What follows belongs to an exercise in optimizing a design on an open flow for a short achievable clock period and few clock cycles per item; a production flow would make more cautious choices.
In this exercise RTL edits were held to simulation tests only and were not proved equivalent to the original.
Power is estimated from default activity; no workload was simulated.

before:
==> flow/design.v <==
`default_nettype none
package bsr_format_pkg;
    typedef enum logic [1:0] {
        META_ROW_PTR = 2'd0,   
        META_COL_IDX = 2'd1    
    } meta_kind_e;
    parameter int META_ADDR_W = 8;    
    parameter int BLK_IDX_W   = 16;   
    parameter int BLK_POS_W   = 16;   
    typedef struct packed {
        meta_kind_e             kind;   
        logic [META_ADDR_W-1:0] addr;   
    } meta_req_t;
endpackage
`default_nettype wire
`default_nettype none
package bsr_sched_pkg;
    typedef enum logic [3:0] {
        IDLE        = 4'd0,    
        ROW_PTR_LO  = 4'd1,    
        ROW_PTR_HI  = 4'd2,    
        CHECK_EMPTY = 4'd3,    
        COL_IDX     = 4'd4,    
        LOAD        = 4'd5,    
        OFFER       = 4'd6,    
        WAIT_DONE   = 4'd7,    
        NEXT_BLOCK  = 4'd8,    
        NEXT_ROW    = 4'd9,    
        FINISH      = 4'd10    
    } sched_state_e;
    typedef struct packed {
        logic [15:0] row;   
        logic [15:0] col;   
    } block_pos_t;
endpackage
`default_nettype wire
`default_nettype none
import bsr_format_pkg::*;
import bsr_sched_pkg::*;
module bsr_scheduler
#(
    parameter int BLOCK_DIM = 8   
) (
    input  wire logic        clk_gated,
    input  wire logic        rst_n,
    input  wire logic        start,
    input  wire logic [15:0] cfg_num_block_rows,
    output logic             meta_rd_en,
    output bsr_format_pkg::meta_req_t meta_req,
    input  wire logic [31:0] meta_rd_data,
    input  wire logic        meta_rd_valid,
    output logic             block_rd_en,
    output logic [31:0]      block_rd_addr,
    input  wire logic [7:0]  block_rd_data,
    output logic             systolic_valid,
    output logic [8*BLOCK_DIM*BLOCK_DIM-1:0] systolic_block,
    output bsr_sched_pkg::block_pos_t systolic_pos,
    input  wire logic        systolic_ready,
    input  wire logic        systolic_done,
    output logic             busy,
    output logic             done,
    output logic [31:0]      blocks_processed
);
    localparam int NBYTES = BLOCK_DIM * BLOCK_DIM;
    localparam int CNT_W  = $clog2(NBYTES);
    localparam logic [CNT_W-1:0] KLAST = CNT_W'(NBYTES - 1);
    localparam int MS_RP0  = 0;   
    localparam int MS_RP   = 1;   
    localparam int MS_CHKA = 2;   
    localparam int MS_CHK  = 3;   
    localparam int MS_COL  = 4;   
    localparam int MS_NROW = 5;   
    localparam int MS_END  = 6;   
    localparam int MS_N    = 7;
    logic            run_start;   
    logic            hand;        
    logic [MS_N-1:0] ms;
    logic            q0v, q1v;    
    logic            pop;         
    logic            nbusy;       
    logic            vld_i;       
    assign run_start = start & nbusy;
    assign hand      = vld_i & systolic_ready;
    logic [15:0] num_rows;
    logic        abusy;   
    logic        fin;     
    logic        busy_n;
    logic        done_n;
    assign fin = ~nbusy & ms[MS_END] & ~q0v & ~vld_i & (~abusy | systolic_done);
    always_comb begin
        busy_n = ~nbusy;
        done_n = done;
        if (run_start) begin
            busy_n = (cfg_num_block_rows != 16'd0);
            done_n = (cfg_num_block_rows == 16'd0);   
        end else if (fin) begin
            busy_n = 1'b0;
            done_n = 1'b1;
        end
    end
    always_ff @(posedge clk_gated or negedge rst_n) begin
        if (!rst_n) begin
            busy   <= 1'b0;
            nbusy  <= 1'b1;
            done   <= 1'b0;
            abusy  <= 1'b0;
        end else begin
            busy   <= busy_n;
            nbusy  <= ~busy_n;
            done <= done_n;
            if (run_start) begin
                abusy <= 1'b0;
            end else if (hand) begin
                abusy <= 1'b1;
            end else if (systolic_done) begin
                abusy <= 1'b0;
            end
        end
    end
    always_ff @(posedge clk_gated) begin
        if (run_start) begin
            num_rows <= cfg_num_block_rows;
        end
    end
    logic [7:0] bp_lo_n, bp_hi_n;   
    logic [7:0] bp_lo_x, bp_hi_x;   
    logic       bp_c;
    assign bp_lo_x = run_start ? 8'd0 : ~bp_lo_n + {7'd0, hand};
    assign bp_hi_x = run_start ? 8'd0 : ~bp_hi_n + {7'd0, bp_c};
    assign blocks_processed[31:16] = 16'd0;
    always_ff @(posedge clk_gated or negedge rst_n) begin
        if (!rst_n) begin
            blocks_processed[15:0] <= '0;
            bp_lo_n                <= '1;
            bp_hi_n                <= '1;
            bp_c                   <= 1'b0;
        end else begin
            blocks_processed[15:0] <= {bp_hi_x, bp_lo_x};
            bp_lo_n                <= ~bp_lo_x;
            bp_hi_n                <= ~bp_hi_x;
            bp_c                   <= ~run_start & hand & (bp_lo_n == 8'h00);
        end
    end
    logic            pending;     
    logic            mv_q;        
    logic [15:0]     md_q;        
    logic [15:0]     r;           
    logic [15:0]     rn;          
    logic [15:0]     rn1;         
    logic [15:0]     rend;        
    logic [15:0]     jm;          
    logic [15:0]     jm1;         
    logic            j_eq;        
    logic            r_eq;        
    logic            push;        
    logic            go_row0;     
    logic            go_rp;       
    logic            go_col;      
    logic [MS_N-1:0] ms_n;
    logic [9:0]      mreq_n;      
    logic [9:0]      mreq_x;      
    assign push    = ms[MS_COL] & mv_q;
    assign go_row0 = run_start & (cfg_num_block_rows != 16'd0);
    assign go_col  = ms[MS_CHK] & ~j_eq & ~q1v;
    assign go_rp   = (ms[MS_RP0] & mv_q) | (ms[MS_NROW] & ~r_eq);
    always_comb begin
        ms_n          = ms;
        ms_n[MS_RP0]  = ms[MS_RP0] & ~mv_q;
        ms_n[MS_RP]   = (ms[MS_RP] & ~mv_q) | go_rp;
        ms_n[MS_CHKA] = (ms[MS_RP] | ms[MS_COL]) & mv_q;
        ms_n[MS_CHK]  = ms[MS_CHKA] | (ms[MS_CHK] & ~j_eq & q1v);
        ms_n[MS_COL]  = (ms[MS_COL] & ~mv_q) | go_col;
        ms_n[MS_NROW] = ms[MS_CHK] & j_eq;
        ms_n[MS_END]  = ms[MS_END] | (ms[MS_NROW] & r_eq);
        if (run_start) begin
            ms_n         = '0;
            ms_n[MS_RP0] = go_row0;
        end
    end
    always_comb begin
        mreq_x = ~mreq_n;
        if (run_start) begin
            mreq_x = {META_ROW_PTR, 8'd0};
        end else if (ms[MS_RP0] & mv_q) begin
            mreq_x = {META_ROW_PTR, 8'd1};
        end else if (ms[MS_CHK]) begin
            mreq_x = {META_COL_IDX, jm[META_ADDR_W-1:0]};
        end else if (ms[MS_NROW]) begin
            mreq_x = {META_ROW_PTR, rn1[META_ADDR_W-1:0]};
        end
    end
    always_ff @(posedge clk_gated or negedge rst_n) begin
        if (!rst_n) begin
            ms         <= '0;
            pending    <= 1'b0;
            mv_q       <= 1'b0;
            meta_rd_en <= 1'b0;
        end else begin
            ms         <= ms_n;
            mv_q       <= pending & meta_rd_valid;
            meta_rd_en <= go_row0 | go_rp | go_col;
            pending    <= go_row0 | go_rp | go_col | (pending & ~meta_rd_valid);
        end
    end
    always_ff @(posedge clk_gated) begin
        md_q     <= meta_rd_data[15:0];
        jm1      <= jm + 16'd1;
        rn1      <= rn + 16'd1;
        j_eq     <= (jm == rend);
        r_eq     <= (rn == num_rows);
        meta_req <= mreq_x;
        mreq_n   <= ~mreq_x;
        if (ms[MS_RP0] & mv_q) begin
            jm <= md_q;
            r  <= '0;
            rn <= 16'd1;
        end
        if (ms[MS_RP] & mv_q) begin
            rend <= md_q;
        end
        if (push) begin
            jm <= jm1;
        end
        if (ms[MS_NROW]) begin
            r  <= rn;
            rn <= rn1;
        end
    end
    logic [31:0] q0, q1;
    always_ff @(posedge clk_gated or negedge rst_n) begin
        if (!rst_n) begin
            q0v <= 1'b0;
            q1v <= 1'b0;
        end else if (run_start) begin
            q0v <= 1'b0;
            q1v <= 1'b0;
        end else if (push & ~pop) begin
            q0v <= 1'b1;
            q1v <= q0v;
        end else if (pop & ~push) begin
            q0v <= q1v;
            q1v <= 1'b0;
        end
    end
    always_ff @(posedge clk_gated) begin
        if (push & (pop ? ~q1v : ~q0v)) begin
            q0 <= {r, md_q};
        end else if (pop) begin
            q0 <= q1;
        end
        if (push) begin
            q1 <= {r, md_q};
        end
    end
    logic             srun;     
    logic             rd;       
    logic             rd_x;     
    logic [15:0]      jr_n;     
    logic [15:0]      jr_c;     
    logic [15:0]      jr_x;
    logic [15:0]      jr1;      
    logic [CNT_W-1:0] kr_n;     
    logic [CNT_W-1:0] kr_c;     
    logic [CNT_W-1:0] kr_x;
    logic [15:0]      jr_q;     
    logic [CNT_W-1:0] kr_q;
    logic [CNT_W-1:0] k1;       
    logic             v1;       
    logic             l1;       
    logic             acc;      
    logic             drop;     
    logic             sgo;      
    logic             stop;
    logic [31:0]      pos_n;    
    logic [31:0]      pos_x;
    assign jr_c = ~jr_n;
    assign kr_c = ~kr_n;
    assign acc  = ~vld_i | systolic_ready;
    assign drop = v1 & ~acc;
    assign pop  = v1 & l1;   
    assign stop = ms[MS_END] & ~q0v;
    assign sgo  = ms[MS_RP0] & pending & meta_rd_valid;
    logic last_x;   
    assign last_x = rd ? (kr_c == KLAST - 1'b1) : (kr_c == KLAST);
    always_comb begin
        kr_x = kr_c;
        jr_x = jr_c;
        if (sgo) begin
            kr_x = '0;
            jr_x = meta_rd_data[15:0];
        end else begin
            if (drop) begin
                kr_x = k1;
            end else if (rd) begin
                kr_x = kr_c + 1'b1;
            end
            if (rd & (kr_c == KLAST)) begin
                jr_x = jr1;
            end
        end
        if (run_start | stop) begin
            rd_x = 1'b0;
        end else if (sgo) begin
            rd_x = 1'b1;
        end else begin
            rd_x = srun & (drop | ~last_x | q0v);
        end
    end
    assign block_rd_addr = {10'd0, jr_q, kr_q};
    always_ff @(posedge clk_gated or negedge rst_n) begin
        if (!rst_n) begin
            srun        <= 1'b0;
            block_rd_en <= 1'b0;
            v1          <= 1'b0;
            l1          <= 1'b0;
        end else begin
            v1          <= rd & ~drop;   
            l1          <= rd & (kr_c == KLAST);
            block_rd_en <= rd_x;
            if (run_start | stop) begin
                srun <= 1'b0;
            end else if (sgo) begin
                srun <= 1'b1;
            end
        end
    end
    always_ff @(posedge clk_gated) begin
        rd   <= rd_x;   
        jr1  <= jr_c + 16'd1;
        k1   <= kr_c;
        jr_q <= jr_x;
        jr_n <= ~jr_x;
        kr_q <= kr_x;
        kr_n <= ~kr_x;
        for (int b = 0; b < NBYTES; b++) begin
            if (v1 & acc & (k1 == CNT_W'(b))) begin
                systolic_block[8*b +: 8] <= block_rd_data;   
            end
        end
        systolic_pos <= pos_x;
        pos_n        <= ~pos_x;
    end
    assign pos_x   = pop ? q0 : ~pos_n;
    always_ff @(posedge clk_gated or negedge rst_n) begin
        if (!rst_n) begin
            systolic_valid <= 1'b0;
            vld_i          <= 1'b0;
        end else begin
            systolic_valid <= pop | (systolic_valid & ~systolic_ready);
            vld_i          <= pop | (vld_i & ~systolic_ready);
        end
    end
endmodule
`default_nettype wire
make LEC_CHECK=0 CAP_MARGIN=20 CORE_MARGIN=2 CORE_UTILIZATION=30 CTS_CLUSTER_DIAMETER=100 CTS_CLUSTER_SIZE=25 PLACE_DENSITY=0.5 SETUP_SLACK_MARGIN=2.2 SLEW_MARGIN=20 finish   # period 4.0 ns
run.sh (not shown) runs the stock make flow with config.mk's settings and CLKGATE_MAP_FILE= SYNTH_SCRIPT=/design/flow/synth_recipe.tcl, a recipe that flattens the netlist after the stock synthesis.
before did not stop at any stage, and its layout met the timing, design-rule and antenna checks.
Testbench counts of before, summed over its fixed seeds: cycles 56,319, items 858.
The inputs of after differ from those of before as listed below.
--- a/flow/design.v
+++ b/flow/design.v
@@ -79,7 +79,7 @@
     logic            pop;         
     logic            nbusy;       
-    logic            vld_i;       
+    logic            ofree;       
     assign run_start = start & nbusy;
-    assign hand      = vld_i & systolic_ready;
+    assign hand      = ~ofree & systolic_ready;
     logic [15:0] num_rows;
     logic        abusy;   
@@ -87,5 +87,5 @@
     logic        busy_n;
     logic        done_n;
-    assign fin = ~nbusy & ms[MS_END] & ~q0v & ~vld_i & (~abusy | systolic_done);
+    assign fin = ~nbusy & ms[MS_END] & ~q0v & ofree & (~abusy | systolic_done);
     always_comb begin
         busy_n = ~nbusy;
@@ -101,12 +101,12 @@
     always_ff @(posedge clk_gated or negedge rst_n) begin
         if (!rst_n) begin
-            busy   <= 1'b0;
-            nbusy  <= 1'b1;
-            done   <= 1'b0;
-            abusy  <= 1'b0;
+            busy  <= 1'b0;
+            nbusy <= 1'b1;
+            done  <= 1'b0;
+            abusy <= 1'b0;
         end else begin
-            busy   <= busy_n;
-            nbusy  <= ~busy_n;
-            done <= done_n;
+            busy  <= busy_n;
+            nbusy <= ~busy_n;
+            done  <= done_n;
             if (run_start) begin
                 abusy <= 1'b0;
@@ -254,4 +254,5 @@
     end
     logic             srun;     
+    logic             nrd;      
     logic             rd;       
     logic             rd_x;     
@@ -274,13 +275,13 @@
     logic [31:0]      pos_n;    
     logic [31:0]      pos_x;
+    logic             valid_x;
+    assign rd   = ~nrd;
     assign jr_c = ~jr_n;
     assign kr_c = ~kr_n;
-    assign acc  = ~vld_i | systolic_ready;
+    assign acc  = ofree | systolic_ready;
     assign drop = v1 & ~acc;
     assign pop  = v1 & l1;   
     assign stop = ms[MS_END] & ~q0v;
     assign sgo  = ms[MS_RP0] & pending & meta_rd_valid;
-    logic last_x;   
-    assign last_x = rd ? (kr_c == KLAST - 1'b1) : (kr_c == KLAST);
     always_comb begin
         kr_x = kr_c;
@@ -289,11 +290,9 @@
             kr_x = '0;
             jr_x = meta_rd_data[15:0];
-        end else begin
-            if (drop) begin
-                kr_x = k1;
-            end else if (rd) begin
-                kr_x = kr_c + 1'b1;
-            end
-            if (rd & (kr_c == KLAST)) begin
+        end else if (drop) begin
+            kr_x = k1;
+        end else if (rd) begin
+            kr_x = kr_c + 1'b1;
+            if (kr_c == KLAST) begin
                 jr_x = jr1;
             end
@@ -304,5 +303,5 @@
             rd_x = 1'b1;
         end else begin
-            rd_x = srun & (drop | ~last_x | q0v);
+            rd_x = srun & ((kr_x != KLAST) | q0v);
         end
     end
@@ -312,4 +311,5 @@
             srun        <= 1'b0;
             block_rd_en <= 1'b0;
+            nrd         <= 1'b1;
             v1          <= 1'b0;
             l1          <= 1'b0;
@@ -318,4 +318,5 @@
             l1          <= rd & (kr_c == KLAST);
             block_rd_en <= rd_x;
+            nrd         <= ~rd_x;
             if (run_start | stop) begin
                 srun <= 1'b0;
@@ -326,5 +327,4 @@
     end
     always_ff @(posedge clk_gated) begin
-        rd   <= rd_x;   
         jr1  <= jr_c + 16'd1;
         k1   <= kr_c;
@@ -342,11 +342,12 @@
     end
     assign pos_x   = pop ? q0 : ~pos_n;
+    assign valid_x = pop | (~ofree & ~systolic_ready);
     always_ff @(posedge clk_gated or negedge rst_n) begin
         if (!rst_n) begin
             systolic_valid <= 1'b0;
-            vld_i          <= 1'b0;
+            ofree          <= 1'b1;
         end else begin
-            systolic_valid <= pop | (systolic_valid & ~systolic_ready);
-            vld_i          <= pop | (vld_i & ~systolic_ready);
+            systolic_valid <= valid_x;
+            ofree          <= ~valid_x;
         end
     end
- From before to after the numbers moved as follows: wire length -1.3%; clock share of power has increased; amount of wire on met2 after detailed routing moved up; antenna diode instance count decreased by 1 relative to the old numbers.
- Against before as the reference, after delivers a lower worst setup timing slack at the placement stage.
- Relative to before, final area increased by about 2.4% in after.
Testbench counts of after, summed over its fixed seeds: cycles 56,319, items 858.

==> re-timing with driven ports <==
Ports are ideal in the flow. The routed layouts listed here were re-timed in OpenROAD. Step 1 sets driving cells, clkbuf_16 on the clock port and buf_2 on the other inputs (assumed; they add their load-dependent delay and slew). Step 2 adds t to the input delays and takes it off the output delays; t is the mean of the earliest and latest rising clock arrival at the registers after step 1. Input paths then give back, and output paths get back, about the clock's delay inside the block. a / b / c = ideal / step 1 / step 2; a / b = the first two.
| run | shift t [ns] | setup WS [ns] | worst setup path at the end | slew at the worst register clock pin (ns) | worst data-port slew with drivers (ns) |
|---|---|---|---|---|---|
| before | 0.696 | 1.869 / 1.795 / 1.414 | input to register | 0.10 / 0.10 | 0.08 |
| after | 0.685 | 1.954 / 1.889 / 1.458 | input to register | 0.10 / 0.10 | 0.12 |
After both steps setup and hold are still met in every run listed. The setup slack of after, which loses most, moves by -0.065 ns with the drivers and by -0.496 ns with both steps.
